Context: an optimization exercise on an open-source flow, tuned for small area, a short achievable clock period and few clock cycles. The choices shown serve that exercise and are no tape-out recipe.
Where RTL was checked, it was by simulation tests only, not by an equivalence proof against the original.
Function not checked in run 1: the RTL went through the layout flow alone.
No activity file was given, so power comes from the tool's default toggle rates.

==> design/flow/design.v <==
package datapathPkg;
    localparam int dataWidth   = 32;
    localparam int regCount    = 16;
    localparam int regIdxWidth = 4;
    localparam int opWidth     = 5;
    localparam int constWidth  = dataWidth - opWidth - 2 * regIdxWidth;   
    localparam int shiftWidth  = $clog2(dataWidth);                       
    localparam int mulSteps    = dataWidth / 2;
    localparam int mulCntWidth = $clog2(mulSteps);
    typedef struct packed {
        logic useA;        
        logic invB;        
        logic carryIn;     
        logic selSum;      
        logic selAnd;      
        logic selOr;       
        logic selNot;      
        logic selShift;    
        logic rotLeft;     
        logic maskRight;   
        logic maskLeft;    
        logic fillSign;    
        logic mul;         
    } aluCtrl;
    typedef struct packed {
        logic one;         
        logic two;         
        logic neg;         
    } boothDigit;
    localparam logic [opWidth-1:0] opAdd  = 5'b00010;
    localparam logic [opWidth-1:0] opSub  = 5'b00011;
    localparam logic [opWidth-1:0] opAnd  = 5'b00100;
    localparam logic [opWidth-1:0] opOr   = 5'b00101;
    localparam logic [opWidth-1:0] opShr  = 5'b00110;
    localparam logic [opWidth-1:0] opShra = 5'b00111;
    localparam logic [opWidth-1:0] opShl  = 5'b01000;
    localparam logic [opWidth-1:0] opRor  = 5'b01001;
    localparam logic [opWidth-1:0] opRol  = 5'b01010;
    localparam logic [opWidth-1:0] opMul  = 5'b01011;
    localparam logic [opWidth-1:0] opNeg  = 5'b01100;
    localparam logic [opWidth-1:0] opNot  = 5'b01101;
    typedef struct packed {
        logic [opWidth-1:0]                        opcode;
        logic [regIdxWidth-1:0]                    ra;
        logic [regIdxWidth-1:0]                    rb;
        logic [regIdxWidth-1:0]                    rc;
        logic [dataWidth-opWidth-3*regIdxWidth-1:0] unused;   
    } irRFormat;
    typedef struct packed {
        logic [opWidth-1:0]     opcode;
        logic [regIdxWidth-1:0] ra;
        logic [regIdxWidth-1:0] rb;
        logic [constWidth-1:0]  constant;    
    } irIFormat;
    typedef union packed {
        irRFormat rFormat;
        irIFormat iFormat;
    } irWord;
endpackage
`timescale 1ns/1ps
import datapathPkg::*;
module selectEncode (
    input  datapathPkg::irWord                    ir,
    input  logic                                  Gra,
    input  logic                                  Grb,
    input  logic                                  Grc,
    input  logic                                  readEn,
    input  logic                                  BAout,
    output logic [datapathPkg::regCount-1:0]      readHot,
    output logic [datapathPkg::regIdxWidth-1:0]   selIdx,
    output logic [datapathPkg::dataWidth-1:0]     constExt
);
    logic [regCount-1:0] raHot, rbHot, rcHot;
    logic                noGroup;
    logic                constSign;
    always_comb begin
        selIdx = '0;
        if (Gra) selIdx = selIdx | ir.rFormat.ra;
        if (Grb) selIdx = selIdx | ir.rFormat.rb;
        if (Grc) selIdx = selIdx | ir.rFormat.rc;
    end
    assign noGroup = !Gra && !Grb && !Grc;
    for (genvar i = 0; i < regCount; i++) begin : gHot
        assign raHot[i] = (ir.rFormat.ra == i);
        assign rbHot[i] = (ir.rFormat.rb == i);
        assign rcHot[i] = (ir.rFormat.rc == i);
        if (i == 0) begin : gZero
            assign readHot[i] = readEn && !BAout &&
                                ((Gra && raHot[i]) || (Grb && rbHot[i]) ||
                                 (Grc && rcHot[i]) || noGroup);
        end else begin : gOther
            assign readHot[i] = readEn &&
                                ((Gra && raHot[i]) || (Grb && rbHot[i]) ||
                                 (Grc && rcHot[i]));
        end
    end
    assign constSign = ir.iFormat.constant[constWidth-1];
    assign constExt  = {{(dataWidth - constWidth){constSign}}, ir.iFormat.constant};
endmodule
`timescale 1ns/1ps
import datapathPkg::*;
module registerFile (
    input  logic                                  Clock,
    input  logic                                  rstN,
    input  logic                                  writeEn,
    input  logic [datapathPkg::regIdxWidth-1:0]   writeIdx,
    input  logic [datapathPkg::dataWidth-1:0]     writeData,    
    input  logic [datapathPkg::regCount-1:0]      readHot,
    output logic [datapathPkg::dataWidth-1:0]     readData
);
    logic [dataWidth-1:0] regs [regCount];
    for (genvar i = 0; i < regCount; i++) begin : gReg
        always_ff @(posedge Clock) begin
            if (!rstN || (writeEn && writeIdx == i)) begin
                regs[i] <= writeData;
            end
        end
    end
    always_comb begin
        readData = '0;
        for (int i = 0; i < regCount; i++) begin
            readData = readData | (regs[i] & {dataWidth{readHot[i]}});
        end
    end
endmodule
`timescale 1ns/1ps
import datapathPkg::*;
module aluDecode (
    input  logic [datapathPkg::opWidth-1:0]       aluOp,
    input  logic                                  incB,
    output datapathPkg::aluCtrl                   ctrl
);
    always_comb begin
        ctrl = '0;
        if (incB) begin
            ctrl.selSum  = 1'b1;    
            ctrl.carryIn = 1'b1;
        end else begin
            case (aluOp)
                opAdd:  begin ctrl.selSum = 1'b1; ctrl.useA = 1'b1; end
                opSub:  begin ctrl.selSum = 1'b1; ctrl.useA = 1'b1; ctrl.invB = 1'b1; ctrl.carryIn = 1'b1; end
                opNeg:  begin ctrl.selSum = 1'b1; ctrl.invB = 1'b1; ctrl.carryIn = 1'b1; end
                opAnd:  ctrl.selAnd = 1'b1;
                opOr:   ctrl.selOr  = 1'b1;
                opNot:  ctrl.selNot = 1'b1;
                opShr:  begin ctrl.selShift = 1'b1; ctrl.maskRight = 1'b1; end
                opShra: begin ctrl.selShift = 1'b1; ctrl.maskRight = 1'b1; ctrl.fillSign = 1'b1; end
                opShl:  begin ctrl.selShift = 1'b1; ctrl.rotLeft = 1'b1; ctrl.maskLeft = 1'b1; end
                opRor:  ctrl.selShift = 1'b1;
                opRol:  begin ctrl.selShift = 1'b1; ctrl.rotLeft = 1'b1; end
                opMul:  begin ctrl.selSum = 1'b1; ctrl.mul = 1'b1; end    
                default: ;
            endcase
        end
    end
endmodule
module boothEncode (
    input  logic                                  b1,
    input  logic                                  b0,
    input  logic                                  bm,
    output datapathPkg::boothDigit                digit
);
    assign digit.one = b0 ^ bm;
    assign digit.two = (b1 && !b0 && !bm) || (!b1 && b0 && bm);
    assign digit.neg = b1 && !(b0 && bm);
endmodule
module aluUnit (
    input  logic [datapathPkg::dataWidth-1:0]     opA,
    input  logic [datapathPkg::dataWidth-1:0]     opB,
    input  datapathPkg::aluCtrl                   ctrl,
    output logic [datapathPkg::dataWidth-1:0]     lowWord,
    input  logic                                  mulOn,
    input  datapathPkg::boothDigit                digit,
    input  logic [datapathPkg::dataWidth-1:0]     hiIn,
    input  logic [datapathPkg::dataWidth-1:0]     loIn,
    output logic [datapathPkg::dataWidth-1:0]     hiOut,
    output logic [datapathPkg::dataWidth-1:0]     loOut
);
    localparam int sumWidth = dataWidth + 2;
    logic [shiftWidth-1:0] shAmt;
    logic [sumWidth-1:0]   mcand, row, addX, addW, sumWide;
    logic                  carry;
    logic [shiftWidth-1:0] rotAmt;
    logic [dataWidth-1:0]  rot [shiftWidth+1];
    logic [dataWidth-1:0]  maskR, maskL, keep, shiftRes;
    assign shAmt = opB[shiftWidth-1:0];    
    assign mcand = {{2{opA[dataWidth-1]}}, opA};
    assign row   = (({sumWidth{digit.one}} & mcand) | ({sumWidth{digit.two}} & (mcand << 1)))
                 ^ {sumWidth{digit.neg}};
    always_comb begin
        if (mulOn) begin
            addX  = {{2{hiIn[dataWidth-1]}}, hiIn};
            addW  = row;
            carry = digit.neg;
        end else begin
            addX  = ctrl.useA ? {2'b0, opA} : '0;
            addW  = {2'b0, ctrl.invB ? ~opB : opB};
            carry = ctrl.carryIn;
        end
    end
    assign sumWide = addX + addW + {{(sumWidth-1){1'b0}}, carry};
    assign hiOut   = sumWide[dataWidth+1:2];
    assign loOut   = {sumWide[1:0], loIn[dataWidth-1:2]};
    assign rotAmt = ctrl.rotLeft ? (~shAmt + 1'b1) : shAmt;
    assign rot[0] = opA;
    for (genvar k = 0; k < shiftWidth; k++) begin : gRot
        assign rot[k+1] = rotAmt[k] ? {rot[k][(1<<k)-1:0], rot[k][dataWidth-1:(1<<k)]} : rot[k];
    end
    assign maskR    = {dataWidth{1'b1}} >> shAmt;
    assign maskL    = {dataWidth{1'b1}} << shAmt;
    assign keep     = ctrl.maskRight ? maskR : ctrl.maskLeft ? maskL : {dataWidth{1'b1}};
    assign shiftRes = (rot[shiftWidth] & keep) | (~keep & {dataWidth{ctrl.fillSign && opA[dataWidth-1]}});
    assign lowWord = ({dataWidth{ctrl.selSum}}   & sumWide[dataWidth-1:0])
                   | ({dataWidth{ctrl.selAnd}}   & (opA & opB))
                   | ({dataWidth{ctrl.selOr}}    & (opA | opB))
                   | ({dataWidth{ctrl.selNot}}   & ~opB)
                   | ({dataWidth{ctrl.selShift}} & shiftRes);
endmodule
`timescale 1ns/1ps
import datapathPkg::*;
module busDatapath (
    input  logic                                  Clock,
    input  logic                                  rstN,
    input  logic                                  stepReq,
    output logic                                  stepAck,
    input  logic                                  PCout,
    input  logic                                  PCin,
    input  logic                                  IncPC,
    input  logic                                  MARin,
    input  logic                                  MDRin,
    input  logic                                  MDRout,
    input  logic                                  Read,
    input  logic                                  IRin,
    input  logic                                  Yin,
    input  logic                                  Zin,
    input  logic                                  Zhighout,
    input  logic                                  Zlowout,
    input  logic                                  HIin,
    input  logic                                  HIout,
    input  logic                                  LOin,
    input  logic                                  LOout,
    input  logic                                  Gra,
    input  logic                                  Grb,
    input  logic                                  Grc,
    input  logic                                  Rin,
    input  logic                                  Rout,
    input  logic                                  BAout,
    input  logic                                  Cout,
    input  logic [datapathPkg::opWidth-1:0]       aluOp,
    input  logic [datapathPkg::dataWidth-1:0]     memDataIn,
    output logic [datapathPkg::dataWidth-1:0]     memDataOut,
    output logic [datapathPkg::dataWidth-1:0]     memAddr
);
    logic                   stepEn;
    logic [dataWidth-1:0]   busData;
    logic [dataWidth-1:0]   pcReg;
    datapathPkg::irWord     irReg;
    logic [dataWidth-1:0]   marReg;
    logic [dataWidth-1:0]   mdrReg;
    logic [dataWidth-1:0]   yReg;
    logic [2*dataWidth-1:0] zReg;
    logic [dataWidth-1:0]   hiReg;
    logic [dataWidth-1:0]   loReg;
    logic [dataWidth-1:0]   busReg;
    logic                   pendPC, pendIR, pendY, pendZ, pendHI, pendLO, pendR;
    logic [regIdxWidth-1:0] pendIdx;
    datapathPkg::aluCtrl    stepCtrl;
    datapathPkg::aluCtrl    pendCtrl;
    logic                   mulStart;
    logic                   mulBusy;
    logic                   mulLast;
    logic                   yPend;
    logic [mulCntWidth-1:0] mulCnt;
    datapathPkg::boothDigit mulDigit;
    datapathPkg::boothDigit firstDigit;
    datapathPkg::boothDigit nextDigit;
    logic ePC, eMDR, eZH, eZL, eHI, eLO, eR, eC;
    logic [regCount-1:0]    readHot;
    logic [regIdxWidth-1:0] selIdx;
    logic [dataWidth-1:0]   constExt;
    logic [dataWidth-1:0]   regData;
    logic [dataWidth-1:0]   writeData;
    logic [dataWidth-1:0]   aluLow;
    logic [dataWidth-1:0]   mulHi, mulLo;
    assign stepEn = stepReq && !stepAck && !mulBusy;
    always_ff @(posedge Clock) begin
        if (!rstN) begin
            stepAck <= 1'b0;
        end else if (stepEn) begin
            stepAck <= 1'b1;
        end else if (!stepReq) begin
            stepAck <= 1'b0;    
        end
    end
    assign ePC  = rstN && PCout;
    assign eMDR = rstN && MDRout;
    assign eZH  = rstN && Zhighout;
    assign eZL  = rstN && Zlowout;
    assign eHI  = rstN && HIout;
    assign eLO  = rstN && LOout;
    assign eR   = rstN && (Rout || BAout);
    assign eC   = rstN && Cout;
    selectEncode uSelect (
        .ir       (irReg),
        .Gra      (Gra),
        .Grb      (Grb),
        .Grc      (Grc),
        .readEn   (eR),
        .BAout    (BAout),
        .readHot  (readHot),
        .selIdx   (selIdx),
        .constExt (constExt)
    );
    assign writeData = busReg & {dataWidth{rstN}};
    registerFile uRegs (
        .Clock     (Clock),
        .rstN      (rstN),
        .writeEn   (pendR),
        .writeIdx  (pendIdx),
        .writeData (writeData),
        .readHot   (readHot),
        .readData  (regData)
    );
    assign busData = ({dataWidth{ePC}}  & pcReg)
                   | ({dataWidth{eMDR}} & mdrReg)
                   | ({dataWidth{eZH}}  & zReg[2*dataWidth-1:dataWidth])
                   | ({dataWidth{eZL}}  & zReg[dataWidth-1:0])
                   | ({dataWidth{eHI}}  & hiReg)
                   | ({dataWidth{eLO}}  & loReg)
                   | regData
                   | ({dataWidth{eC}}   & constExt);
    always_ff @(posedge Clock) begin
        if (!rstN || (stepEn && MARin)) marReg <= busData;
        if (!rstN || (stepEn && MDRin)) mdrReg <= (Read && rstN) ? memDataIn : busData;
    end
    aluDecode uDecode (
        .aluOp (aluOp),
        .incB  (IncPC),
        .ctrl  (stepCtrl)
    );
    always_ff @(posedge Clock) begin
        if (!mulStart && !mulBusy) busReg <= busData;
        pendPC   <= rstN && stepEn && PCin;
        pendIR   <= rstN && stepEn && IRin;
        pendY    <= rstN && stepEn && Yin;
        pendZ    <= rstN && stepEn && Zin;
        pendHI   <= rstN && stepEn && HIin;
        pendLO   <= rstN && stepEn && LOin;
        pendR    <= rstN && stepEn && Rin;
        pendIdx  <= selIdx;
        pendCtrl <= stepCtrl;
    end
    aluUnit uAlu (
        .opA     (yReg),
        .opB     (busReg),
        .ctrl    (pendCtrl),
        .lowWord (aluLow),
        .mulOn   (mulBusy),
        .digit   (mulDigit),
        .hiIn    (zReg[2*dataWidth-1:dataWidth]),
        .loIn    (zReg[dataWidth-1:0]),
        .hiOut   (mulHi),
        .loOut   (mulLo)
    );
    boothEncode uFirst (
        .b1    (busReg[1]),
        .b0    (busReg[0]),
        .bm    (1'b0),
        .digit (firstDigit)
    );
    boothEncode uNext (
        .b1    (zReg[3]),
        .b0    (zReg[2]),
        .bm    (zReg[1]),
        .digit (nextDigit)
    );
    assign mulStart = pendZ && pendCtrl.mul;
    assign mulLast  = mulBusy && mulCnt == '0;
    always_ff @(posedge Clock) begin
        if (!rstN) begin
            mulBusy <= 1'b0;
            yPend   <= 1'b0;
        end else if (mulStart) begin
            mulBusy <= 1'b1;
            yPend   <= pendY;    
        end else if (mulLast) begin
            mulBusy <= 1'b0;
            yPend   <= 1'b0;
        end
    end
    always_ff @(posedge Clock) begin
        if (mulStart) begin
            mulCnt   <= mulCntWidth'(mulSteps - 1);
            mulDigit <= firstDigit;
        end else begin
            mulCnt   <= mulCnt - 1'b1;
            mulDigit <= nextDigit;
        end
    end
    always_ff @(posedge Clock) begin
        if (!rstN || pendPC) pcReg <= writeData;
        if (!rstN || pendIR) irReg <= writeData;
        if (!rstN || pendHI) hiReg <= writeData;
        if (!rstN || pendLO) loReg <= writeData;
        if (!rstN || (pendY && !mulStart) || (yPend && mulLast)) yReg <= writeData;
        if (!rstN || pendZ || mulBusy) begin
            if (mulBusy) begin
                zReg <= {mulHi, mulLo} & {2*dataWidth{rstN}};
            end else begin
                zReg <= {{dataWidth{1'b0}}, aluLow & {dataWidth{rstN}}};
            end
        end
    end
    assign memDataOut = mdrReg;
    assign memAddr    = marReg;
endmodule
==> design/flow/flow/run.sh <==
#!/bin/bash
# Standard layout, with the timing repair aiming for extra setup slack so that
# the tools keep shortening paths below the required period.
set -euo pipefail
cd "$(dirname "$0")/.."
MARGIN=$(cat flow/margin.txt)
bash standard.sh SETUP_SLACK_MARGIN="$MARGIN" finish > flow_make.log 2>&1
==> design/flow/flow/margin.txt <==
9.0
==> design/flow/standard.sh <==
#!/bin/bash
# synth_recipe.tcl (not shown) runs the flow's synth.tcl, then flattens the netlist and writes it again
# the make line also repeats each setting of config.mk as NAME=value (left out here)
make -C /OpenROAD-flow-scripts/flow DESIGN_CONFIG=/design/flow/config.mk WORK_HOME=/design/flow/orfs CLKGATE_MAP_FILE= SYNTH_SCRIPT=/design/flow/synth_recipe.tcl "${@:-finish}"
==> design/flow/config.mk <==
export PLATFORM = sky130hd
export DESIGN_NAME = busDatapath
export DESIGN_NICKNAME = busDatapath
export VERILOG_FILES = /design/flow/design.v
export SDC_FILE = /design/flow/constraint.sdc
export NUM_CORES = 4
export LEC_CHECK = 0
export CAP_MARGIN = 20
export CORE_MARGIN = 2
export CORE_UTILIZATION = 40
export SLEW_MARGIN = 20
==> design/flow/constraint.sdc <==
create_clock -name core_clock -period 13.0 [get_ports {Clock}]
set_input_delay 2.6000 -clock core_clock [delete_from_list [all_inputs] [get_ports {Clock}]]
set_output_delay 2.6000 -clock core_clock [all_outputs]
set_load 0.01 [all_outputs]
==> metrics.csv, run 1 <==
stage;metric;value;unit
floorplan;Core ar.;96900;µm²
clocking;worst-skew pair later-pin latency;0.67;ns
logic_synthesis;synth warn;7;
global_routing;first-pass GRT wire length;209000;µm
placed_design;Placer Congestion;0.995;
critical_path;slowest stage delay, CP;0.30;ns
sta;post-route setup TNS;0;ns
logic_synthesis;library cells used by synthesis;79;
routing;via count;29200;
clocking;CTS tree;built;
routing;number of DRC markers in iteration 0;4172;
routing;WL final;150000;µm
routing;Avg Vias per Cell;6.44;
critical_path;Bufs and invs on worst path;5;
global_routing;routing usage on met2;47.1;%
floorplan;die height;317;µm
routing;DRC;0;
status;outcome;complete, no violations;
sta;final setup violation count;0;
logic_synthesis;Syn Inst Count;2883;
sta;Final Cycle Share;33.3;%
clocking;root buf cell;clkbuf_16;
sta;Worst Tran Pin Value;1.11;ns
final_layout;commonest non-fill, non-tap cell in the layout;edfxtp_1;
global_routing;grt peak-use layer;met2;
routing;Pre-antenna DRT Iters;8;
placed_design;DP HPWL;85500;µm
logic_synthesis;FFs w/ async S/R, synth;0;%
clocking;hold buffers post-CTS;0;
critical_path;crit start category;input port;
power;peak supply drop;0.109;mV
logic_synthesis;Synth Flop Type;edfxtp_1;
logic_synthesis;post-synth top area share;63.5;%
critical_path;CP cell instances;buf_8 > and3b_2 > buf_6 > nand3_4 > a31oi_4 > buf_6 > buf_12 > buf_16 > a22oi_1 > nand3_1 > or2_4 > mux2_2;
sta;Final WS setup;8.67;ns
sta;min cycle time layout;4.33;ns
logic_synthesis;xor-xnor portion of the synthesized cell area;2.06;%
logic_synthesis;FF+latch count, synth;861;
clocking;Num CTS Buffers;88;
critical_path;WP data arrival;4.74;ns
global_routing;GR Layer Usage met1;39.5;%
clocking;clk sinks;861;
logic_synthesis;Synth Area in Simple Gates;7.90;%
global_routing;vias in the first global route;28000;
floorplan;Initial Util;40.4;%
clocking;clock buffer depth;3;
power;PwrDens;168;nW/µm²
critical_path;Crit-path slowest cell;or2_4;
floorplan;I/O pins;128;
logic_synthesis;Mapped Nets;2988;
floorplan;num rows;114;
sta;Highest Clock Rate;0.231;GHz
logic_synthesis;Seq/Total Area, Yosys;65.2;%
floorplan;Die X;317;µm
floorplan;Die ar.;100000;µm²
sta;final hold viol count;0;
sta;RSZ-0062 raised after global routing;true;
critical_path;CP endpoint kind;flip-flop;
logic_synthesis;mux cell area share after synthesis;5.77;%
logic_synthesis;Synth Area in Compound Gates;15.2;%
global_routing;antenna violations before repair;3;
logic_synthesis;Post-Syn Area;39100;µm²
logic_synthesis;Post-synth EDFFs;827;
sta;Slew Limit Fails;0;
power;Pleak;0.0179;µW
final_layout;Final #Nets;3293;
final_layout;Filler Cell Count;8013;
placed_design;Buffers on Ports;127;
logic_synthesis;synth top area cells;edfxtp_1, a22oi_1, mux2i_1;
clocking;H-tree depth;3;
routing;remaining antenna violation count;0;
critical_path;crit path kind;input port to flip-flop;
worst_hold_path;Hold/Removal Path Class;flip-flop to flip-flop;
critical_path;cell mode on critical path;buf_6;
global_routing;gr usage total;29.2;%
logic_synthesis;adder-cell share of the synthesized area;1.38;%
critical_path;CP Max Fanout;6;
global_routing;met3 Resource Use GR;5.75;%
critical_path;CP delay by family, top;simple AND/OR/NAND/NOR gates;
logic_synthesis;largest family of logic cells by synthesized area;compound AO/OA/AOI/OAI gates;
sta;Slew HR;25.7;%
critical_path;Critical Path RT;13.40;ns
logic_synthesis;Mean Syn Cell Area;13.6;µm²
global_routing;largest net degree at the start of global routing;81;
final_layout;ratio of cells with drive above 1 in the final layout;23.4;%
final_layout;Area growth syn-to-layout;25.9;%
final_layout;commonest cells after routing, fill and taps aside;edfxtp_1, nand2_1, a22oi_1;
routing;DR WL/cell;33.1;µm
logic_synthesis;cell taking the most area after synthesis;edfxtp_1;
clocking;Clock Pin Slew Worst Setup and Hold Paths;0.06;ns
sta;Worst Skew;0.0389;ns
placed_design;pre-CTS setup slack;7.17;ns
global_routing;Remaining Overflow, GRT;0;
run;Max-Cap Viols;0;
## synthesized netlist by cell type (5+ instances only)
cell type and count:
a2111oi_0 5, a211oi_1 7, a21o_1 26, a21oi_1 159, a221oi_1 58, a222oi_1 67
a22o_1 62, a22oi_1 215, a31oi_1 34, and2_1 60, and3_1 30, and3b_1 6
and4_1 8, buf_1 15, buf_2 24, clkbuf_1 163, dfxtp_1 34, edfxtp_1 827
ha_1 40, inv_1 35, mux2_2 39, mux2i_1 102, mux4_2 34, nand2_1 201
nand2b_1 15, nand3_1 72, nand4_1 36, nor2_1 109, nor2b_1 16, nor3_1 22
nor3b_1 9, nor4_1 6, o2111ai_1 8, o211ai_1 14, o21a_1 12, o21ai_0 121
or2_2 6, or3_1 18, xnor2_1 20, xor2_1 72
## where the power goes
part / switching (µW) / internal (µW)
Clock: 1100 / 1450
Combinational: 1140 / 744
Sequential: 292 / 3560
## through the flow
step	cell area [µm²]	cells	power, µW	hold WS (ns)	util, %
floorplan	39900	2883	4770	0.372	-
global placement	42400	4149	5450	0.378	43.8
detailed placement	42400	4149	5480	0.395	43.8
CTS	48400	4484	8160	0.410	50.0
global route	49300	4534	8530	0.429	50.9
finish	49300	4536	8280	0.407	50.9
## metal layers
metal	wire (µm)	vias to the layer above	share of wire, %
li1	-	12200	-
met1	57500	14900	38
met2	70300	1958	47
met3	16600	264	11
met4	5700	0	3.8
met5	0	-	0
## logic make-up (layout without fill, tap and decap cells)
group / Yosys count / count (layout)
compound gates: 837 / 838
xor+xnor: 92 / 92
simple gates: 628 / 628
flops: 861 / 861
buf+inv: 246 / 620
other cells: 0 / 2
fa+ha+maj: 42 / 42
mux: 177 / 177
## flip-flops by register name (all words and copies together) (netlist names), 3 cells and up
| register | cells |
|---|---|
| uRegs.regs | 512 |
| zReg | 64 |
| busReg | 32 |
| hiReg | 32 |
| loReg | 32 |
| marReg | 32 |
| mdrReg | 32 |
| pcReg | 32 |
| yReg | 32 |
| irReg | 27 |
| pendCtrl | 13 |
| mulCnt | 4 |
| pendIdx | 4 |
| mulDigit | 3 |
## timing repair
item                       in CTS  in global routing
cloned                         27                  8
setup endpoints to repair     889                423
gates resized for setup       447                 90
setup buffers                 148                 42
hold endpoints to repair        0                  0
pin swaps                     128                 85
## cell type report
class,count,area (µm²),area share [%]
tap,1276,1600,3.24
clock inverter,50,537,1.09
sequential,861,25500,51.8
inverter,39,154,0.312
timing repair buffer,421,4930,10.0
antenna,2,5.00,0.0102
multi-input combinational,1777,14200,28.8
clock buffer,110,2350,4.76
## final timing paths
| path | start | end | slack (ns) | depth (start not counted) |
|---|---|---|---|---|
| worst max-delay path | Grb | mdrReg[20] | 8.67 | 12 |
| worst min-delay path | mulCnt[0] | mulCnt[0] | 0.41 | 1 |
| worst max register to register | pendCtrl[12] | zReg[28] | 9.07 | 14 |
| worst min register to register | mulCnt[0] | mulCnt[0] | 0.41 | 1 |
==> inputs of run 2 (changes only) <==
--- a/design/flow/design.v
+++ b/design/flow/design.v
@@ -22,3 +22,5 @@
         logic fillSign;    
+        logic noShift;     
         logic mul;         
+        logic mulSwap;     
     } aluCtrl;
@@ -130,2 +132,3 @@
     input  logic                                  incB,
+    input  logic                                  loadA,    
     output datapathPkg::aluCtrl                   ctrl
@@ -150,3 +153,10 @@
                 opRol:  begin ctrl.selShift = 1'b1; ctrl.rotLeft = 1'b1; end
-                opMul:  begin ctrl.selSum = 1'b1; ctrl.mul = 1'b1; end    
+                opMul:  begin
+                    ctrl.mul = 1'b1;
+                    if (loadA) begin
+                        ctrl.selShift = 1'b1; ctrl.noShift = 1'b1; ctrl.mulSwap = 1'b1;
+                    end else begin
+                        ctrl.selSum = 1'b1;    
+                    end
+                end
                 default: ;
@@ -203,3 +213,3 @@
     assign loOut   = {sumWide[1:0], loIn[dataWidth-1:2]};
-    assign rotAmt = ctrl.rotLeft ? (~shAmt + 1'b1) : shAmt;
+    assign rotAmt = ctrl.noShift ? '0 : ctrl.rotLeft ? (~shAmt + 1'b1) : shAmt;
     assign rot[0] = opA;
@@ -271,3 +281,2 @@
     logic                   mulLast;
-    logic                   yPend;
     logic [mulCntWidth-1:0] mulCnt;
@@ -331,5 +340,11 @@
                    | ({dataWidth{eC}}   & constExt);
+    logic marLoad, mdrBus, mdrMem, mdrHold;
+    assign marLoad = !rstN || (stepEn && MARin);
+    assign mdrBus  = !rstN || (stepEn && MDRin && !Read);
+    assign mdrMem  = rstN && stepEn && MDRin && Read;
+    assign mdrHold = rstN && !(stepEn && MDRin);
     always_ff @(posedge Clock) begin
-        if (!rstN || (stepEn && MARin)) marReg <= busData;
-        if (!rstN || (stepEn && MDRin)) mdrReg <= (Read && rstN) ? memDataIn : busData;
+        marReg <= ({dataWidth{marLoad}} & busData) | ({dataWidth{!marLoad}} & marReg);
+        mdrReg <= ({dataWidth{mdrBus}} & busData) | ({dataWidth{mdrMem}} & memDataIn)
+                | ({dataWidth{mdrHold}} & mdrReg);
     end
@@ -338,2 +353,3 @@
         .incB  (IncPC),
+        .loadA (Yin),
         .ctrl  (stepCtrl)
@@ -341,3 +357,3 @@
     always_ff @(posedge Clock) begin
-        if (!mulStart && !mulBusy) busReg <= busData;
+        busReg   <= busData;
         pendPC   <= rstN && stepEn && PCin;
@@ -365,4 +381,4 @@
     boothEncode uFirst (
-        .b1    (busReg[1]),
-        .b0    (busReg[0]),
+        .b1    (pendCtrl.mulSwap ? yReg[1] : busReg[1]),
+        .b0    (pendCtrl.mulSwap ? yReg[0] : busReg[0]),
         .bm    (1'b0),
@@ -381,9 +397,6 @@
             mulBusy <= 1'b0;
-            yPend   <= 1'b0;
         end else if (mulStart) begin
             mulBusy <= 1'b1;
-            yPend   <= pendY;    
         end else if (mulLast) begin
             mulBusy <= 1'b0;
-            yPend   <= 1'b0;
         end
@@ -404,3 +417,3 @@
         if (!rstN || pendLO) loReg <= writeData;
-        if (!rstN || (pendY && !mulStart) || (yPend && mulLast)) yReg <= writeData;
+        if (!rstN || pendY) yReg <= writeData;
         if (!rstN || pendZ || mulBusy) begin
==> run 2 against run 1 <==
Compared with the run above: die area decreased by 1.4%; combinational power increased by 4%; final cell count decreased by 1.8%; global-route usage is 0.095 points lower; highest routed layer unchanged; worst hold slack lost 0.0030 ns; critical path depth down 2; largest cell class unchanged; fmax is 0.62% higher.
==> metrics.csv, run 2 <==
stage;metric;value;unit;change
routing;met2 WL;68300;µm;-2.9%
global_routing;largest net degree at the start of global routing;88;;+8.6%
critical_path;CP cell instances;buf_8 > buf_4 > and3_4 > a22oi_2 > a21oi_4 > buf_12 > a222oi_1 > nand4_1 > a211o_1 > a21o_1;;
sta;Slew HR;27.1;%;+1.4 points
logic_synthesis;FFs w/ async S/R, synth;0;%;unchanged
final_layout;Largest regs;uRegs.regs: 512 flops, zReg: 64 flops;;
routing;WL met1;56200;µm;-2.3%
clocking;H-tree depth;3;;unchanged
placed_design;placed cell area;41700;µm²;-1.7%
routing;remaining antenna violation count;0;;unchanged
sta;Final Cycle Share;33.1;%;-0.21 points
logic_synthesis;count leader, synth;edfxtp_1;;
sta;Highest Clock Rate;0.232;GHz;+0.62%
clocking;clk sinks;861;;unchanged
logic_synthesis;post-synth top area share;59.4;%;-4.0 points
final_layout;commonest non-fill, non-tap cell in the layout;edfxtp_1;;
power;peak supply drop;0.0988;mV;-9.3%
sta;RSZ-0062 raised after global routing;true;;
logic_synthesis;Mapped Nets;2998;;+0.33%
global_routing;antenna violations before repair;2;;-1
logic_synthesis;cell taking the most area after synthesis;edfxtp_1;;
floorplan;Core ar.;95300;µm²;-1.6%
logic_synthesis;Syn Inst Count;2894;;+0.38%
final_layout;commonest cells after routing, fill and taps aside;edfxtp_1, nand2_1, a22oi_1, a21oi_1, a22o_1;;
sta;final hold viol count;0;;unchanged
final_layout;Antenna Cells;0;;-2
logic_synthesis;Seq/Total Area, Yosys;64.5;%;-0.70 points
critical_path;CP endpoint kind;flip-flop;;
sta;min cycle time layout;4.31;ns;-0.0269 ns
power;Total Power;8370;µW;+1.1%
critical_path;CP Max Fanout;7;;+1
placed_design;Buffers on Ports;127;;unchanged
final_layout;Filler Cell Count;8080;;+0.84%
sta;Slew Limit Fails;0;;unchanged
final_layout;Top reg by flops;uRegs.regs;;
critical_path;slowest stage delay, CP;0.43;ns;+0.13 ns
global_routing;gr usage total;29.1;%;-0.095 points
critical_path;crit path kind;input port to flip-flop;;
routing;Pre-antenna DRT Iters;8;;unchanged
final_layout;fin util;50.1;%;-0.74 points
routing;DRC;0;;unchanged
routing;DR WL/cell;33.0;µm;-0.48%
global_routing;first-pass GRT wire length;207000;µm;-0.79%
logic_synthesis;FF+latch count, synth;861;;unchanged
final_layout;Largest register FFs;512;;unchanged
logic_synthesis;Post-Syn Area;38600;µm²;-1.5%
logic_synthesis;Commonest cells post-synth;edfxtp_1, clkbuf_1, a22oi_1, a21oi_1, nand2_1;;
clocking;Num CTS Buffers;89;;+1.1%
final_layout;final cell count without fillers;4456;;-1.8%
floorplan;num rows;113;;-0.88%
final_layout;area of the multi-input gates;14100;µm²;-0.40%
placed_design;DP HPWL;84000;µm;-1.7%
logic_synthesis;synth warn;7;;unchanged
final_layout;Final #Nets;3220;;-2.2%
power;PwrDens;175;nW/µm²;+4.2%
clocking;hold buffers post-CTS;0;;unchanged
final_layout;Area growth syn-to-layout;23.9;%;
placed_design;placed cells;4140;;-0.22%
routing;WL final;147000;µm;-2.2%
logic_synthesis;Synth Flop Type;edfxtp_1;;
sta;Worst Skew;0.0308;ns;-0.00812 ns
worst_hold_path;Hold/Removal Path Class;flip-flop to flip-flop;;
critical_path;WP data arrival;4.85;ns;+0.11 ns
sta;post-route setup TNS;0;ns;unchanged
power;Pleak;0.0178;µW;-0.79%
critical_path;CP delay by family, top;compound AO/OA/AOI/OAI gates;;
floorplan;Die X;315;µm;-0.72%
logic_synthesis;Post-synth EDFFs;763;;-7.7%
clocking;clock buffer depth;3;;unchanged
critical_path;Crit-path slowest cell;a222oi_1;;
final_layout;ratio of cells with drive above 1 in the final layout;20.4;%;-3.0 points
logic_synthesis;Mean Syn Cell Area;13.3;µm²;-1.8%
clocking;root buf cell;clkbuf_16;;
final_layout;register area;24900;µm²;-2.3%
routing;Routed met3 length;16500;µm;-0.73%
run;Max-Cap Viols;0;;unchanged
global_routing;Remaining Overflow, GRT;0;;unchanged
clocking;Clock Pin Slew Worst Setup and Hold Paths;0.06;ns;about the same
global_routing;vias in the first global route;27800;;-0.62%
floorplan;Initial Util;40.5;%;+0.064 points
critical_path;Critical Path RT;13.54;ns;+0.14 ns
routing;Avg Vias per Cell;6.53;;+1.3%
routing;via count;29100;;-0.48%
critical_path;Bufs and invs on worst path;3;;-2
clocking;worst-skew pair later-pin latency;0.66;ns;about the same
placed_design;Placer Congestion;0.962;;-3.2%
floorplan;I/O pins;128;;unchanged
floorplan;die height;315;µm;-0.72%
critical_path;crit start category;input port;;
clocking;CTS tree;built;;
routing;number of DRC markers in iteration 0;5372;;+29%
sta;final setup violation count;0;;unchanged
floorplan;Die ar.;98900;µm²;-1.4%
routing;highest metal used;met4;;
logic_synthesis;synth top area cells;edfxtp_1, dfxtp_1, a22oi_1;;
logic_synthesis;library cells used by synthesis;73;;-7.6%
status;outcome;complete, no violations;;
sta;Worst Tran Pin Value;1.09;ns;-0.0214 ns
final_layout;final non-filler cell area;47800;µm²;-3.0%
-- run 2: changes by cell type in the layout (fill, tap and decap cells not counted), moves of 17 or more --
cell,delta
buf_4,-50
nand2_1,-43
a22oi_2,-28
dfxtp_1,+42
a22o_1,+62
mux2_4,-19
a221oi_1,+17
a22oi_1,-19
a21o_1,+32
dlygate4sd2_1,+22
edfxtp_1,-64
-- run 2: cell type report --
cell class	instances	share of cell area, %
clock buffers	125	5.14
clock inverters	41	0.830
inverters	36	0.296
multi-input cells	1781	29.6
flip-flops and latches	861	52.2
well taps	1265	3.31
repair buffers	347	8.67
-- run 2: logic make-up (layout without fill, tap and decap cells) --
family	count (synthesis)	in the layout	synth area share, %
buf+inv	253	549	2.56
compound gates	938	938	17.6
xor+xnor	90	90	2.04
mux	146	146	4.70
fa+ha+maj	41	41	1.37
simple gates	565	566	7.20
flops	861	861	64.5
-- run 2: per-stage QoR --
stage	hold slack, ns	worst slack (ns)
global placement	0.377	6.98
floorplan	0.371	8.67
CTS	0.401	8.81
finish	0.404	8.69
detailed placement	0.388	6.96
global route	0.408	8.65
-- run 2: metal layers --
layer / up-vias / track usage, %
li1: 12100 / -
met1: 14700 / 39.4
met2: 2008 / 46.3
met3: 306 / 5.44
met4: 0 / 11.2
met5: - / 0
-- run 2: timing repair --
item | in CTS | in global routing
pin swaps | 134 | 91
buffers inserted | 78 | 42
endpoints found under the setup margin | 1113 | 190
resized for setup | 400 | 92
cloned | 29 | 1
-- run 2: path summary, 6_finish.rpt --
kind                              endpoint  slack [ns]  startpoint  cells past startpoint
worst min register to register   mulCnt[0]        0.40   mulCnt[0]                      1
worst max-delay path            mdrReg[10]        8.69         Grc                     10
worst min-delay path             mulCnt[0]        0.40   mulCnt[0]                      1
worst max register to register     zReg[3]        9.10   busReg[1]                     13
-- run 2: power breakdown --
| group | internal [µW] | switching (µW) |
|---|---|---|
| Sequential | 3550 | 331 |
| Clock | 1430 | 1100 |
| Combinational | 751 | 1210 |
Testbench counts of run 2, summed over its fixed seeds: cycles 251,526.
==> inputs of run 3 (changes only) <==
==> design/flow/flow/run.sh (replaced) <==
#!/bin/bash
# The standard layout (standard.sh), with the extra make settings listed in
# flow/knobs.txt: the timing repair aims for extra setup slack, so that the
# tools keep shortening paths below the required period.
set -euo pipefail
cd "$(dirname "$0")/.."
args=()
while IFS= read -r line; do
    [[ -n "$line" && "$line" != \#* ]] && args+=("$line")
done < flow/knobs.txt
bash standard.sh "${args[@]}" finish > flow_make.log 2>&1
==> design/flow/flow/knobs.txt (new file) <==
SETUP_SLACK_MARGIN=9.0
CTS_ARGS=-sink_clustering_enable -repair_clock_nets -dont_use_dummy_load
removed: design/flow/flow/margin.txt
==> run 3 against run 2 <==
Compared with the run above: global-route usage rose by 0.28 points; first-iteration DRC count is 3.6% lower; routed wire length is 1.9% higher; sequential share of layout area about the same; worst hold slack got worse by 0.0038 ns; sequential power barely moved; final cell count down 0.76%; clock skew increased by 0.028 ns; critical path type unchanged; largest cell class unchanged.
==> metrics.csv, run 3 <==
stage;metric;value;unit;change
sta;Final Cycle Share;32.9;%;-0.21 points
sta;Slew HR;25.0;%;-2.2 points
final_layout;Filler Cell Count;8030;;-0.62%
sta;post-route setup TNS;0;ns;unchanged
logic_synthesis;synth warn;7;;unchanged
logic_synthesis;post-synth top area share;59.4;%;unchanged
sta;Slew Limit Fails;0;;unchanged
logic_synthesis;Mapped Nets;2998;;unchanged
sta;final setup violation count;0;;unchanged
final_layout;Largest regs;uRegs.regs: 512 flops, zReg: 64 flops;;
power;Sw Share;31.5;%;-0.079 points
final_layout;commonest non-fill, non-tap cell in the layout;edfxtp_1;;
placed_design;DP HPWL;84000;µm;unchanged
logic_synthesis;count leader, synth;edfxtp_1;;
logic_synthesis;FFs w/ async S/R, synth;0;%;unchanged
final_layout;commonest cells after routing, fill and taps aside;edfxtp_1, nand2_1, a21oi_1;;
logic_synthesis;library cells used by synthesis;73;;unchanged
floorplan;Die ar.;98900;µm²;unchanged
critical_path;CP Max Fanout;7;;unchanged
routing;WL final;150000;µm;+1.9%
sta;min cycle time layout;4.28;ns;-0.0274 ns
global_routing;largest net degree at the start of global routing;88;;unchanged
sta;final hold viol count;0;;unchanged
floorplan;Die X;315;µm;unchanged
clocking;clock buffer depth;3;;unchanged
logic_synthesis;Mean Syn Cell Area;13.3;µm²;unchanged
clocking;Clock Pin Slew Worst Setup and Hold Paths;0.06;ns;about the same
sta;Worst Tran Pin Value;1.13;ns;+0.0326 ns
clocking;Num CTS Buffers;89;;unchanged
power;Int Power;5520;µW;-3.6%
clocking;worst-skew pair later-pin latency;0.65;ns;about the same
sta;Worst Skew;0.0589;ns;+0.0281 ns
power;Pleak;0.0178;µW;about the same
power;PwrDens;169;nW/µm²;-3.7%
final_layout;Top reg by flops;uRegs.regs;;
routing;DR WL/cell;33.8;µm;+2.7%
critical_path;crit start category;input port;;
critical_path;Bufs and invs on worst path;3;;unchanged
run;Max-Cap Viols;0;;unchanged
logic_synthesis;Syn Inst Count;2894;;unchanged
placed_design;Buffers on Ports;127;;unchanged
global_routing;Remaining Overflow, GRT;0;;unchanged
final_layout;Final #Nets;3263;;+1.3%
logic_synthesis;Post-Syn Area;38600;µm²;unchanged
routing;DRC;0;;unchanged
power;sequential share of power;48.1;%;+1.7 points
logic_synthesis;FF+latch count, synth;861;;unchanged
critical_path;CP endpoint kind;flip-flop;;
critical_path;CP delay by family, top;compound AO/OA/AOI/OAI gates;;
final_layout;ratio of cells with drive above 1 in the final layout;20.6;%;+0.16 points
logic_synthesis;Seq/Total Area, Yosys;64.5;%;unchanged
logic_synthesis;Commonest cells post-synth;edfxtp_1, clkbuf_1, a22oi_1, a21oi_1, nand2_1;;
critical_path;Critical Path RT;13.52;ns;-0.02 ns
clocking;clk sinks;861;;unchanged
placed_design;Placer Congestion;0.962;;unchanged
power;combinational share of power;24.9;%;+1.5 points
clocking;root buf cell;clkbuf_16;;
global_routing;gr usage total;29.3;%;+0.28 points
critical_path;WP data arrival;4.80;ns;-0.05 ns
logic_synthesis;Synth Flop Type;edfxtp_1;;
global_routing;vias in the first global route;27900;;+0.41%
routing;Pre-antenna DRT Iters;6;;-2
sta;RSZ-0062 raised after global routing;true;;
floorplan;I/O pins;128;;unchanged
routing;number of DRC markers in iteration 0;5181;;-3.6%
final_layout;Antenna Cells;0;;unchanged
sta;worst hold slack;0.400;ns;-0.00384 ns
floorplan;num rows;113;;unchanged
floorplan;Initial Util;40.5;%;unchanged
logic_synthesis;Post-synth EDFFs;763;;unchanged
critical_path;CP cell instances;buf_8 > nor3b_4 > a22oi_2 > a211oi_4 > buf_12 > buf_16 > a22o_1 > a221oi_2 > nand4_1 > a211o_1 > a21o_1;;
floorplan;die height;315;µm;unchanged
final_layout;Largest register FFs;512;;unchanged
routing;remaining antenna violation count;0;;unchanged
clocking;H-tree depth;3;;unchanged
routing;via count;29200;;+0.27%
floorplan;Core ar.;95300;µm²;unchanged
worst_hold_path;Hold/Removal Path Class;flip-flop to flip-flop;;
sta;Highest Clock Rate;0.234;GHz;+0.64%
logic_synthesis;synth top area cells;edfxtp_1, dfxtp_1, a22oi_1;;
logic_synthesis;cell taking the most area after synthesis;edfxtp_1;;
critical_path;Crit-path slowest cell;a211o_1;;
clocking;hold buffers post-CTS;0;;unchanged
power;Sw Pwr;2540;µW;-3.9%
routing;Avg Vias per Cell;6.60;;+1.0%
critical_path;crit path kind;input port to flip-flop;;
critical_path;slowest stage delay, CP;0.36;ns;-0.07 ns
global_routing;antenna violations before repair;2;;unchanged
power;clock power share;27.0;%;-3.2 points
clocking;CTS tree;built;;
final_layout;Area growth syn-to-layout;23.9;%;about the same
power;peak supply drop;0.0926;mV;-6.3%
status;outcome;complete, no violations;;
global_routing;first-pass GRT wire length;209000;µm;+0.82%
==> run 3: cell counts after synthesis <==
Identical to the previous run, type by type.
==> run 3: routing by layer <==
metal,track usage [%],wire (µm)
met1,39.4,55500
met2,46.1,68300
met3,6.40,18300
met4,12.3,7530
met5,0,18
==> run 3: cell type report <==
| class | count | area, µm² | share of cell area [%] |
|---|---|---|---|
| Clock buffer | 89 | 2230 | 4.66 |
| Multi-Input combinational cell | 1781 | 14100 | 29.4 |
| Timing Repair Buffer | 390 | 4840 | 10.1 |
| Sequential cell | 861 | 24900 | 52.2 |
| Tap cell | 1265 | 1580 | 3.31 |
| Inverter | 36 | 141 | 0.296 |
==> run 3: path summary, 6_finish.rpt <==
kind	to	slack, ns	cells after the start	start
setup reg to reg	zReg[25]	9.10	13	busReg[1]
hold / removal	mulCnt[0]	0.40	1	mulCnt[0]
setup / recovery	mdrReg[5]	8.72	11	Gra
hold reg to reg	mulCnt[0]	0.40	1	mulCnt[0]
==> run 3: stage by stage <==
| stage | util [%] | std cells | instance area [µm²] | total power, µW | worst slack, ns |
|---|---|---|---|---|---|
| finish | 50.2 | 4422 | 47800 | 8060 | 8.72 |
| global route | 50.2 | 4422 | 47800 | 8300 | 8.72 |
| CTS | 49.3 | 4372 | 47000 | 7930 | 8.80 |
| detailed placement | 43.7 | 4140 | 41700 | 5650 | 6.96 |
| global placement | 43.7 | 4140 | 41700 | 5610 | 6.98 |
| floorplan | - | 2894 | 39100 | 4870 | 8.67 |
==> run 3: cells by family after synthesis <==
group,count (synthesis),synth area share (%)
AND/OR/NAND/NOR,565,7.20
multiplexers,146,4.70
buffers and inverters,253,2.56
adder cells (fa/ha/maj),41,1.37
AO/OA/AOI/OAI,938,17.6
flip-flops,861,64.5
XOR/XNOR,90,2.04
==> run 3: power groups by stage <==
stage | clock, µW | combinational [µW] | sequential [µW]
floorplan | 0 | 1120 | 3750
global placement | 0 | 1730 | 3880
detailed placement | 0 | 1750 | 3900
CTS | 2180 | 1890 | 3860
global route | 2280 | 2110 | 3900
finish | 2180 | 2010 | 3880
==> run 3: timing repair <==
action,CTS,global route
pin swaps,140,88
gates cloned,35,4
resized for setup,414,82
setup endpoints to repair,1117,228
setup buffers,108,46
==> inputs of run 4 (changes only) <==
==> design/flow/flow/knobs.txt (replaced) <==
SETUP_SLACK_MARGIN=8.6
CTS_ARGS=-sink_clustering_enable -repair_clock_nets -dont_use_dummy_load
==> run 4 against run 3 <==
Compared with the run above: final cell count decreased by 2.2%; global-route usage decreased by 1.6 points; synthesized area unchanged; routed wire length decreased by 5.2%; synthesized cell count unchanged; flip-flop and latch count unchanged; final area decreased by 4.0%.
==> metrics.csv, run 4 <==
stage;metric;value;unit;change
routing;highest metal used;met5;;
sta;post-route setup TNS;0;ns;unchanged
routing;via count;28400;;-2.6%
placed_design;Placer Congestion;0.925;;-3.9%
routing;DRC;0;;unchanged
final_layout;Largest regs;uRegs.regs: 512 flops, zReg: 64 flops;;
logic_synthesis;xor-xnor portion of the synthesized cell area;2.04;%;unchanged
final_layout;fin util;48.1;%;-2.0 points
logic_synthesis;FFs w/ async S/R, synth;0;%;unchanged
routing;remaining antenna violation count;0;;unchanged
power;peak supply drop;0.107;mV;+16%
critical_path;CP delay by family, top;compound AO/OA/AOI/OAI gates;;
floorplan;Die X;315;µm;unchanged
status;outcome;complete, no violations;;
logic_synthesis;Mean Syn Cell Area;13.3;µm²;unchanged
critical_path;Reg2Reg Setup Slack;8.77;ns;-0.33 ns
logic_synthesis;count leader, synth;edfxtp_1;;
logic_synthesis;Mapped Nets;2998;;unchanged
floorplan;die height;315;µm;unchanged
global_routing;vias in the first global route;27000;;-3.4%
placed_design;DP HPWL;85000;µm;+1.1%
routing;Routed met3 length;15500;µm;-15%
global_routing;gr usage total;27.8;%;-1.6 points
worst_hold_path;Hold/Removal Path Class;flip-flop to flip-flop;;
floorplan;Core ar.;95300;µm²;unchanged
critical_path;cell mode on critical path;buf_4;;
sta;RSZ-0062 raised after global routing;true;;
logic_synthesis;synth top area cells;edfxtp_1, dfxtp_1, a22oi_1;;
clocking;CTS tree;built;;
logic_synthesis;FF+latch count, synth;861;;unchanged
placed_design;pre-CTS setup slack;6.58;ns;-0.385 ns
critical_path;slowest stage delay, CP;0.72;ns;+0.36 ns
final_layout;Top reg by flops;uRegs.regs;;
logic_synthesis;cell taking the most area after synthesis;edfxtp_1;;
final_layout;ratio of cells with drive above 1 in the final layout;14.6;%;-6.0 points
sta;worst hold slack;0.406;ns;+0.00662 ns
global_routing;Remaining Overflow, GRT;0;;unchanged
critical_path;CP startpoint;Grc;;
sta;final hold viol count;0;;unchanged
routing;WL final;142000;µm;-5.2%
critical_path;crit start category;input port;;
final_layout;Filler Cell Count;8159;;+1.6%
logic_synthesis;Post-synth EDFFs;763;;unchanged
routing;DR WL/cell;32.8;µm;-3.0%
logic_synthesis;adder-cell share of the synthesized area;1.37;%;unchanged
logic_synthesis;Syn Inst Count;2894;;unchanged
final_layout;commonest cells after routing, fill and taps aside;edfxtp_1, nand2_1, a22oi_1;;
critical_path;Bufs and invs on worst path;4;;+1
final_layout;Area growth syn-to-layout;19.0;%;
clocking;clk sinks;861;;unchanged
final_layout;Largest register FFs;512;;unchanged
clocking;Clock Pin Slew Worst Setup and Hold Paths;0.06;ns;about the same
power;Pleak;0.0168;µW;-5.4%
critical_path;CP endpoint kind;flip-flop;;
logic_synthesis;largest family of logic cells by synthesized area;compound AO/OA/AOI/OAI gates;;
critical_path;FF-to-FF path depth;13;;unchanged
routing;Avg Vias per Cell;6.57;;-0.41%
critical_path;RR Startpoint;busReg[0];;
clocking;clock buffer depth;3;;unchanged
logic_synthesis;Seq/Total Area, Yosys;64.5;%;unchanged
critical_path;crit path kind;input port to flip-flop;;
sta;Worst Skew;0.105;ns;+0.0458 ns
clocking;root buf cell;clkbuf_16;;
critical_path;Critical Path RT;13.50;ns;-0.02 ns
logic_synthesis;post-synth top area share;59.4;%;unchanged
critical_path;crit path to;mdrReg[23];;
critical_path;Crit-path slowest cell;a222oi_1;;
floorplan;Die ar.;98900;µm²;unchanged
logic_synthesis;synth warn;7;;unchanged
sta;Slew Limit Fails;0;;unchanged
run;Max-Cap Viols;0;;unchanged
placed_design;Buffers on Ports;127;;unchanged
logic_synthesis;Synth Area in Simple Gates;7.20;%;unchanged
global_routing;largest net degree at the start of global routing;65;;-26%
floorplan;I/O pins;128;;unchanged
power;Total Power;7910;µW;-1.9%
clocking;Num CTS Buffers;87;;-2.2%
logic_synthesis;Synth Flop Type;edfxtp_1;;
routing;met2 WL;66300;µm;-3.0%
routing;WL met1;56100;µm;+1.1%
logic_synthesis;Commonest cells post-synth;edfxtp_1, clkbuf_1, a22oi_1, a21oi_1, nand2_1;;
critical_path;reg-to-reg endpoint;zReg[25];;
global_routing;antenna violations before repair;2;;unchanged
sta;Worst Tran Pin Value;1.10;ns;-0.0276 ns
sta;Slew HR;26.8;%;+1.8 points
sta;Highest Clock Rate;0.222;GHz;-4.9%
sta;min cycle time layout;4.50;ns;+0.219 ns
clocking;worst-skew pair later-pin latency;0.66;ns;about the same
clocking;H-tree depth;3;;unchanged
global_routing;first-pass GRT wire length;199000;µm;-4.7%
critical_path;CP Max Fanout;16;;+9
clocking;hold buffers post-CTS;0;;unchanged
sta;final setup violation count;0;;unchanged
floorplan;Initial Util;40.5;%;unchanged
power;PwrDens;172;nW/µm²;+2.2%
logic_synthesis;Synth Area in Compound Gates;17.6;%;unchanged
floorplan;num rows;113;;unchanged
logic_synthesis;library cells used by synthesis;73;;unchanged
routing;number of DRC markers in iteration 0;3895;;-25%
final_layout;commonest non-fill, non-tap cell in the layout;edfxtp_1;;
final_layout;Final #Nets;3162;;-3.1%
logic_synthesis;mux cell area share after synthesis;4.70;%;unchanged
logic_synthesis;Post-Syn Area;38600;µm²;unchanged
sta;Final Cycle Share;34.6;%;+1.7 points
sta;Final WS setup;8.50;ns;-0.219 ns
routing;Pre-antenna DRT Iters;8;;+2
critical_path;WP data arrival;5.00;ns;+0.20 ns
critical_path;WP depth;10;;-1
critical_path;CP cell instances;buf_8 > buf_4 > nor3b_4 > a22oi_2 > a211oi_4 > buf_4 > clkbuf_16 > a222oi_1 > nand4_1 > a21o_1;;
[run 4: cell counts after synthesis]
Identical to the previous run, type by type.
[run 4: where the power goes]
part           switching (µW)  internal (µW)
clock network             954           1170
registers                 308           3540
logic                    1200            730
[run 4: area by class of cell]
type	instances	area, µm²	share of cell area (%)
sequential	861	24900	54.3
multi-input combinational	1782	13600	29.7
timing repair buffer	290	3460	7.55
clock buffer	87	2180	4.75
tap	1265	1580	3.45
inverter	36	144	0.314
antenna	2	5.00	0.0109
[run 4: what timing repair did]
| item | CTS | global route |
|---|---|---|
| setup buffers | 52 | 16 |
| cloned | 18 | 6 |
| endpoints found under the hold margin | 0 | 0 |
| pin swaps | 47 | 50 |
| endpoints found under the setup margin | 620 | 178 |
| gates resized for setup | 157 | 72 |
[run 4: routing by layer]
layer  vias up  global-route usage (%)
met1     14400                    38.6
met4         2                    7.41
met5         -                       0
met2      1853                    44.4
met3       238                    5.56
li1      11900                       -
[run 4: how the worst min path moves through the flow]
stage	startpoint	endpoint	cells after the start
floorplan	mulCnt[0]	mulCnt[0]	1
global placement	mulCnt[0]	mulCnt[0]	1
detailed placement	mulCnt[0]	mulCnt[0]	1
CTS	mulCnt[0]	mulCnt[0]	1
global route	mulCnt[0]	mulCnt[0]	1
finish	mulCnt[0]	mulCnt[0]	1
[run 4: through the flow]
step	cell area, µm²	cells
6_report	45900	4323
2_1_floorplan	38600	2894
4_1_cts	45300	4299
3_5_place_dp	41600	4142
3_3_place_gp	41600	4142
5_1_grt	45900	4321
[run 4: cells by family (layout without fill, tap and decap cells)]
kind of cell / Yosys count / count (layout)
adders and majority gates: 41 / 41
buffers and inverters: 253 / 413
muxes: 146 / 146
xor gates and xnor gates: 90 / 90
and+or+nand+nor: 565 / 565
other: 0 / 2
AOI/OAI and AO/OA: 938 / 940
DFF: 861 / 861
==> inputs of run 5 (changes only) <==
==> design/flow/flow/knobs.txt (replaced) <==
SETUP_SLACK_MARGIN=8.8
CTS_ARGS=-sink_clustering_enable -repair_clock_nets -dont_use_dummy_load -sink_clustering_size 30 -sink_clustering_max_diameter 150
==> run 5 against run 4 <==
Compared with the run above: still clean; critical path depth up 1; routed wire length increased by 2.9%; sequential power about the same; die area is the same.
==> metrics.csv, run 5 <==
stage;metric;value;unit;change
clocking;H-tree depth;2;;-1
critical_path;RR Startpoint;busReg[1];;
floorplan;I/O pins;128;;unchanged
logic_synthesis;post-synth top area share;59.4;%;unchanged
power;sequential share of power;54.2;%;+5.5 points
sta;final setup violation count;0;;unchanged
status;outcome;complete, no violations;;
critical_path;FF-to-FF path depth;13;;unchanged
sta;Worst Skew;0.0584;ns;-0.0463 ns
power;combinational share of power;27.4;%;+3.0 points
floorplan;Die X;315;µm;unchanged
power;Sw Pwr;2370;µW;-3.7%
run;Max-Cap Viols;0;;unchanged
clocking;worst-skew pair later-pin latency;0.62;ns;-0.04 ns
final_layout;Area growth syn-to-layout;17.2;%;
clocking;hold buffers post-CTS;0;;unchanged
clocking;CTS tree;built;;
global_routing;antenna violations before repair;4;;+2
critical_path;Reg2Reg Setup Slack;8.83;ns;+0.06 ns
floorplan;Core ar.;95300;µm²;unchanged
power;Int Power;4770;µW;-12%
clocking;clk sinks;861;;unchanged
critical_path;WP data arrival;4.84;ns;-0.16 ns
critical_path;Critical Path RT;13.49;ns;about the same
final_layout;Largest register FFs;512;;unchanged
global_routing;vias in the first global route;26500;;-1.7%
routing;DRC;0;;unchanged
floorplan;Die ar.;98900;µm²;unchanged
final_layout;Filler Cell Count;8293;;+1.6%
sta;final hold viol count;0;;unchanged
clocking;clock buffer depth;3;;unchanged
placed_design;Placer Congestion;0.942;;+1.9%
critical_path;crit start category;input port;;
routing;WL final;146000;µm;+2.9%
critical_path;reg-to-reg endpoint;zReg[31];;
global_routing;Remaining Overflow, GRT;0;;unchanged
routing;Pre-antenna DRT Iters;7;;-1
routing;via count;28300;;-0.36%
routing;number of DRC markers in iteration 0;4439;;+14%
routing;Avg Vias per Cell;6.58;;+0.15%
logic_synthesis;Synth Flop Type;edfxtp_1;;
final_layout;register area;25000;µm²;+0.24%
logic_synthesis;FFs w/ async S/R, synth;0;%;unchanged
floorplan;num rows;113;;unchanged
clocking;Clock Pin Slew Worst Setup and Hold Paths;0.12;ns;+0.06 ns
clocking;Num CTS Buffers;35;;-60%
logic_synthesis;synth top area cells;edfxtp_1, dfxtp_1, a22oi_1;;
floorplan;die height;315;µm;unchanged
critical_path;CP Max Fanout;7;;-9
global_routing;first-pass GRT wire length;201000;µm;+1.1%
sta;Highest Clock Rate;0.230;GHz;+3.5%
worst_hold_path;worst hold stages;1;;unchanged
sta;Final Cycle Share;33.5;%;-1.2 points
floorplan;Initial Util;40.5;%;unchanged
final_layout;ratio of cells with drive above 1 in the final layout;16.3;%;+1.7 points
critical_path;CP endpoint kind;flip-flop;;
critical_path;crit path kind;input port to flip-flop;;
sta;min cycle time layout;4.35;ns;-0.151 ns
placed_design;Buffers on Ports;127;;unchanged
power;clock power share;18.3;%;-8.6 points
logic_synthesis;FF+latch count, synth;861;;unchanged
sta;Slew HR;20.0;%;-6.8 points
power;PwrDens;158;nW/µm²;-8.3%
logic_synthesis;synth warn;7;;unchanged
logic_synthesis;Syn Inst Count;2894;;unchanged
worst_hold_path;Hold/Removal Path Class;flip-flop to flip-flop;;
sta;Worst Tran Pin Value;1.20;ns;+0.102 ns
logic_synthesis;Post-synth EDFFs;763;;unchanged
final_layout;area of the multi-input gates;13900;µm²;+2.1%
global_routing;largest net degree at the start of global routing;72;;+11%
final_layout;commonest cells after routing, fill and taps aside;edfxtp_1, nand2_1, a21oi_1;;
final_layout;Largest regs;uRegs.regs: 512 flops, zReg: 64 flops;;
logic_synthesis;Seq/Total Area, Yosys;64.5;%;unchanged
final_layout;Top reg by flops;uRegs.regs;;
logic_synthesis;Mean Syn Cell Area;13.3;µm²;unchanged
sta;worst hold slack;0.419;ns;+0.0127 ns
sta;RSZ-0062 raised after global routing;true;;
critical_path;CP startpoint;Grc;;
routing;DR WL/cell;34.0;µm;+3.4%
logic_synthesis;Commonest cells post-synth;edfxtp_1, clkbuf_1, a22oi_1, a21oi_1, nand2_1;;
sta;Slew Limit Fails;0;;unchanged
final_layout;commonest non-fill, non-tap cell in the layout;edfxtp_1;;
final_layout;fin util;47.4;%;-0.71 points
sta;post-route setup TNS;0;ns;unchanged
logic_synthesis;library cells used by synthesis;73;;unchanged
logic_synthesis;Mapped Nets;2998;;unchanged
logic_synthesis;count leader, synth;edfxtp_1;;
power;Pleak;0.0165;µW;-1.9%
logic_synthesis;cell taking the most area after synthesis;edfxtp_1;;
placed_design;DP HPWL;88600;µm;+4.3%
routing;remaining antenna violation count;0;;unchanged
critical_path;crit path to;mdrReg[2];;
global_routing;gr usage total;28.3;%;+0.53 points
worst_hold_path;worst hold start;mulCnt[0];;
clocking;root buf cell;clkbuf_16;;
final_layout;Final #Nets;3141;;-0.66%
power;Sw Share;33.2;%;+2.0 points
power;peak supply drop;0.0873;mV;-19%
logic_synthesis;Post-Syn Area;38600;µm²;unchanged
-- run 5: cells by family after synthesis --
family	after synthesis	share of synthesized area, %
AOI/OAI and AO/OA	938	17.6
and+or+nand+nor	565	7.20
xor gates and xnor gates	90	2.04
buffers and inverters	253	2.56
adders and majority gates	41	1.37
muxes	146	4.70
DFF	861	64.5
-- run 5: metrics by stage --
stage,std cells,worst slack (ns),total power (µW),cell area [µm²]
3_3_place_gp,4145,7.02,5670,41900
4_1_cts,4255,8.70,7040,44400
5_1_grt,4300,8.59,7360,45200
3_5_place_dp,4145,7.01,5690,41900
6_report,4301,8.65,7150,45200
2_1_floorplan,2894,8.39,4880,39400
-- run 5: routing by layer --
| metal | vias to the layer above | part of all wire [%] | track usage (%) |
|---|---|---|---|
| met5 | - | 0.014 | 0 |
| met4 | 2 | 3.2 | 7.81 |
| met1 | 14500 | 39 | 39.4 |
| met3 | 241 | 11 | 5.25 |
| li1 | 11800 | - | - |
| met2 | 1805 | 47 | 45.4 |
-- run 5: power groups by stage --
stage / clock network (µW) / logic, µW / registers [µW]
finish: 1310 / 1960 / 3870
global route: 1400 / 2060 / 3900
CTS: 1310 / 1870 / 3850
detailed placement: 0 / 1790 / 3910
global placement: 0 / 1770 / 3900
floorplan: 0 / 1130 / 3760
-- run 5: area by class of cell --
cell class,instances,share of cell area [%]
Sequential cell,861,55.2
Antenna cell,1,0.00554
Tap cell,1265,3.50
Timing Repair Buffer,322,8.31
Multi-Input combinational cell,1781,30.7
Inverter,36,0.299
Clock buffer,35,1.94
-- run 5: what timing repair did --
| action | in CTS | in global routing |
|---|---|---|
| setup endpoints to repair | 818 | 167 |
| gates resized for setup | 225 | 96 |
| pin swaps | 64 | 71 |
| buffers inserted | 58 | 38 |
| cloned | 17 | 7 |
-- run 5: how the worst min path moves through the flow --
stage,endpoint,slack (ns)
floorplan,mulCnt[0],0.37
detailed placement,mulCnt[0],0.40
CTS,mulCnt[0],0.42
finish,mulCnt[0],0.42
global route,mulCnt[0],0.43
global placement,mulCnt[0],0.38
-- run 5: critical path: stages --
cell,delay (ns)
buf_8,0.10
and3b_2,0.26
buf_6,0.13
a22oi_2,0.18
a21oi_4,0.10
buf_12,0.15
buf_12,0.13
a222oi_1,0.38
nand4_1,0.19
a211o_1,0.40
a21o_1,0.19
==> inputs of run 6 (changes only) <==
==> design/flow/flow/knobs.txt (replaced) <==
SETUP_SLACK_MARGIN=8.8
CTS_ARGS=-sink_clustering_enable -repair_clock_nets -dont_use_dummy_load -sink_clustering_size 27 -sink_clustering_max_diameter 140
==> run 6 against run 5 <==
Compared with the run above: synthesized area stayed put; power is 0.18% higher; non-clock buffer count down 16; synthesized cell count unchanged; still clean; first-iteration DRC count shrank 6.4%; largest cell class unchanged; critical path depth is 2 lower; die area did not move; final area is 0.65% lower; highest routed layer unchanged; count of clock-buffer cells in the layout is 2 higher; setup slack lost 0.076 ns; final cell count shrank 0.33%.
==> metrics.csv, run 6 <==
stage;metric;value;unit;change
status;outcome;complete, no violations;;
global_routing;largest net degree at the start of global routing;72;;unchanged
final_layout;commonest non-fill, non-tap cell in the layout;edfxtp_1;;
floorplan;Initial Util;40.5;%;unchanged
logic_synthesis;library cells used by synthesis;73;;unchanged
logic_synthesis;synth top area cells;edfxtp_1, dfxtp_1, a22oi_1;;
critical_path;WP data arrival;4.92;ns;+0.08 ns
power;peak supply drop;0.0971;mV;+11%
clocking;H-tree depth;2;;unchanged
final_layout;ratio of cells with drive above 1 in the final layout;15.6;%;-0.75 points
clocking;Clock Pin Slew Worst Setup and Hold Paths;0.11;ns;about the same
sta;Worst Tran Pin Value;1.11;ns;-0.0936 ns
logic_synthesis;synth warn;7;;unchanged
sta;Worst Skew;0.0320;ns;-0.0264 ns
floorplan;Die X;315;µm;unchanged
global_routing;first-pass GRT wire length;200000;µm;-0.58%
sta;Slew HR;26.2;%;+6.2 points
sta;Highest Clock Rate;0.226;GHz;-1.7%
logic_synthesis;Synth Flop Type;edfxtp_1;;
final_layout;fin util;47.1;%;-0.31 points
logic_synthesis;FFs w/ async S/R, synth;0;%;unchanged
run;Max-Cap Viols;0;;unchanged
floorplan;I/O pins;128;;unchanged
sta;min cycle time layout;4.42;ns;+0.0757 ns
floorplan;num rows;113;;unchanged
critical_path;CP Max Fanout;8;;+1
critical_path;CP cell instances;buf_8 > buf_4 > and3_4 > a22oi_2 > a21oi_4 > buf_12 > a222oi_1 > nand2_1 > a21o_1;;
floorplan;die height;315;µm;unchanged
critical_path;CP delay by family, top;compound AO/OA/AOI/OAI gates;;
routing;Avg Vias per Cell;6.55;;-0.38%
logic_synthesis;Mean Syn Cell Area;13.3;µm²;unchanged
clocking;worst-skew pair later-pin latency;0.61;ns;about the same
power;Pleak;0.0164;µW;-0.63%
critical_path;CP endpoint kind;flip-flop;;
routing;number of DRC markers in iteration 0;4154;;-6.4%
sta;Final Cycle Share;34.0;%;+0.58 points
clocking;clock buffer depth;3;;unchanged
final_layout;Largest regs;uRegs.regs: 512 flops, zReg: 64 flops;;
global_routing;gr usage total;28.1;%;-0.21 points
floorplan;Die ar.;98900;µm²;unchanged
logic_synthesis;Syn Inst Count;2894;;unchanged
final_layout;Largest register FFs;512;;unchanged
logic_synthesis;FF+latch count, synth;861;;unchanged
clocking;CTS tree;built;;
placed_design;DP HPWL;88600;µm;unchanged
final_layout;Area growth syn-to-layout;16.5;%;
final_layout;Top reg by flops;uRegs.regs;;
clocking;hold buffers post-CTS;0;;unchanged
global_routing;antenna violations before repair;4;;unchanged
==> run 6: path summary, 6_finish.rpt <==
path | start | to | slack, ns | cells after the start
worst max-delay path | Grc | mdrReg[18] | 8.58 | 9
worst max register to register | busReg[1] | zReg[31] | 8.91 | 13
worst min register to register | mulCnt[0] | mulCnt[0] | 0.42 | 1
worst min-delay path | mulCnt[0] | mulCnt[0] | 0.42 | 1
==> run 6: per-layer routing <==
| layer | share of wire (%) | GRT usage (%) | wire length (µm) | vias up |
|---|---|---|---|---|
| met1 | 40 | 39.5 | 57700 | 14400 |
| met4 | 3.2 | 7.76 | 4530 | 4 |
| met3 | 10 | 5.11 | 14900 | 205 |
| li1 | - | - | - | 11800 |
| met2 | 46 | 44.7 | 66300 | 1768 |
| met5 | 0.021 | 0 | 30 | - |
==> run 6: layout make-up <==
type,instances,area (µm²)
antenna,1,2.50
clock buffer,37,926
fill,8346,50400
inverter,36,135
multi-input combinational,1781,13900
sequential,861,24900
tap,1265,1580
timing repair buffer,306,3460
==> run 6: what timing repair did <==
item | in CTS | in global routing
gates cloned | 13 | 3
setup endpoints to repair | 827 | 172
pin swaps | 69 | 62
buffers inserted | 58 | 30
resized for setup | 218 | 73
==> run 6: kinds of logic (layout without fill, tap and decap cells) <==
kind of cell | after synthesis | in the layout | share of synthesized area, %
AOI/OAI and AO/OA | 938 | 938 | 17.6
xor gates and xnor gates | 90 | 90 | 2.04
adders and majority gates | 41 | 41 | 1.37
buffers and inverters | 253 | 379 | 2.56
DFF | 861 | 861 | 64.5
muxes | 146 | 146 | 4.70
other | 0 | 1 | 0
and+or+nand+nor | 565 | 566 | 7.20
==> run 6: worst reg2reg max path: cells and delay by family (launching register included) <==
kind                       cells  cell delay [ns]
and+or+nand+nor                2             0.49
AOI/OAI and AO/OA              2             0.66
muxes                          5             1.19
buffers and inverters          3             0.72
adders and majority gates      1             0.30
DFF                            1             0.51
==> run 6: metrics by stage <==
stage	hold WS (ns)	power [µW]	setup slack [ns]	cells	cell area (µm²)
2_1_floorplan	0.371	4880	8.39	2894	39400
3_3_place_gp	0.377	5670	7.02	4145	41900
3_5_place_dp	0.396	5690	7.01	4145	41900
4_1_cts	0.421	7070	8.64	4253	44300
5_1_grt	0.431	7380	8.53	4286	44900
6_report	0.418	7160	8.58	4287	44900
==> run 6: power by group <==
| group | total [µW] | switching, µW | internal, µW |
|---|---|---|---|
| Clock | 1340 | 824 | 516 |
| Sequential | 3870 | 331 | 3540 |
| Combinational | 1940 | 1210 | 733 |
| Total | 7160 | 2370 | 4790 |

Check on run 6: ideal ports give 8.575 ns setup slack; a clkbuf_16 on the clock port and buf_2 on the inputs give 8.605 ns; moving port delays by the midpoint clock arrival (0.657 ns) as well gives 7.949 ns.
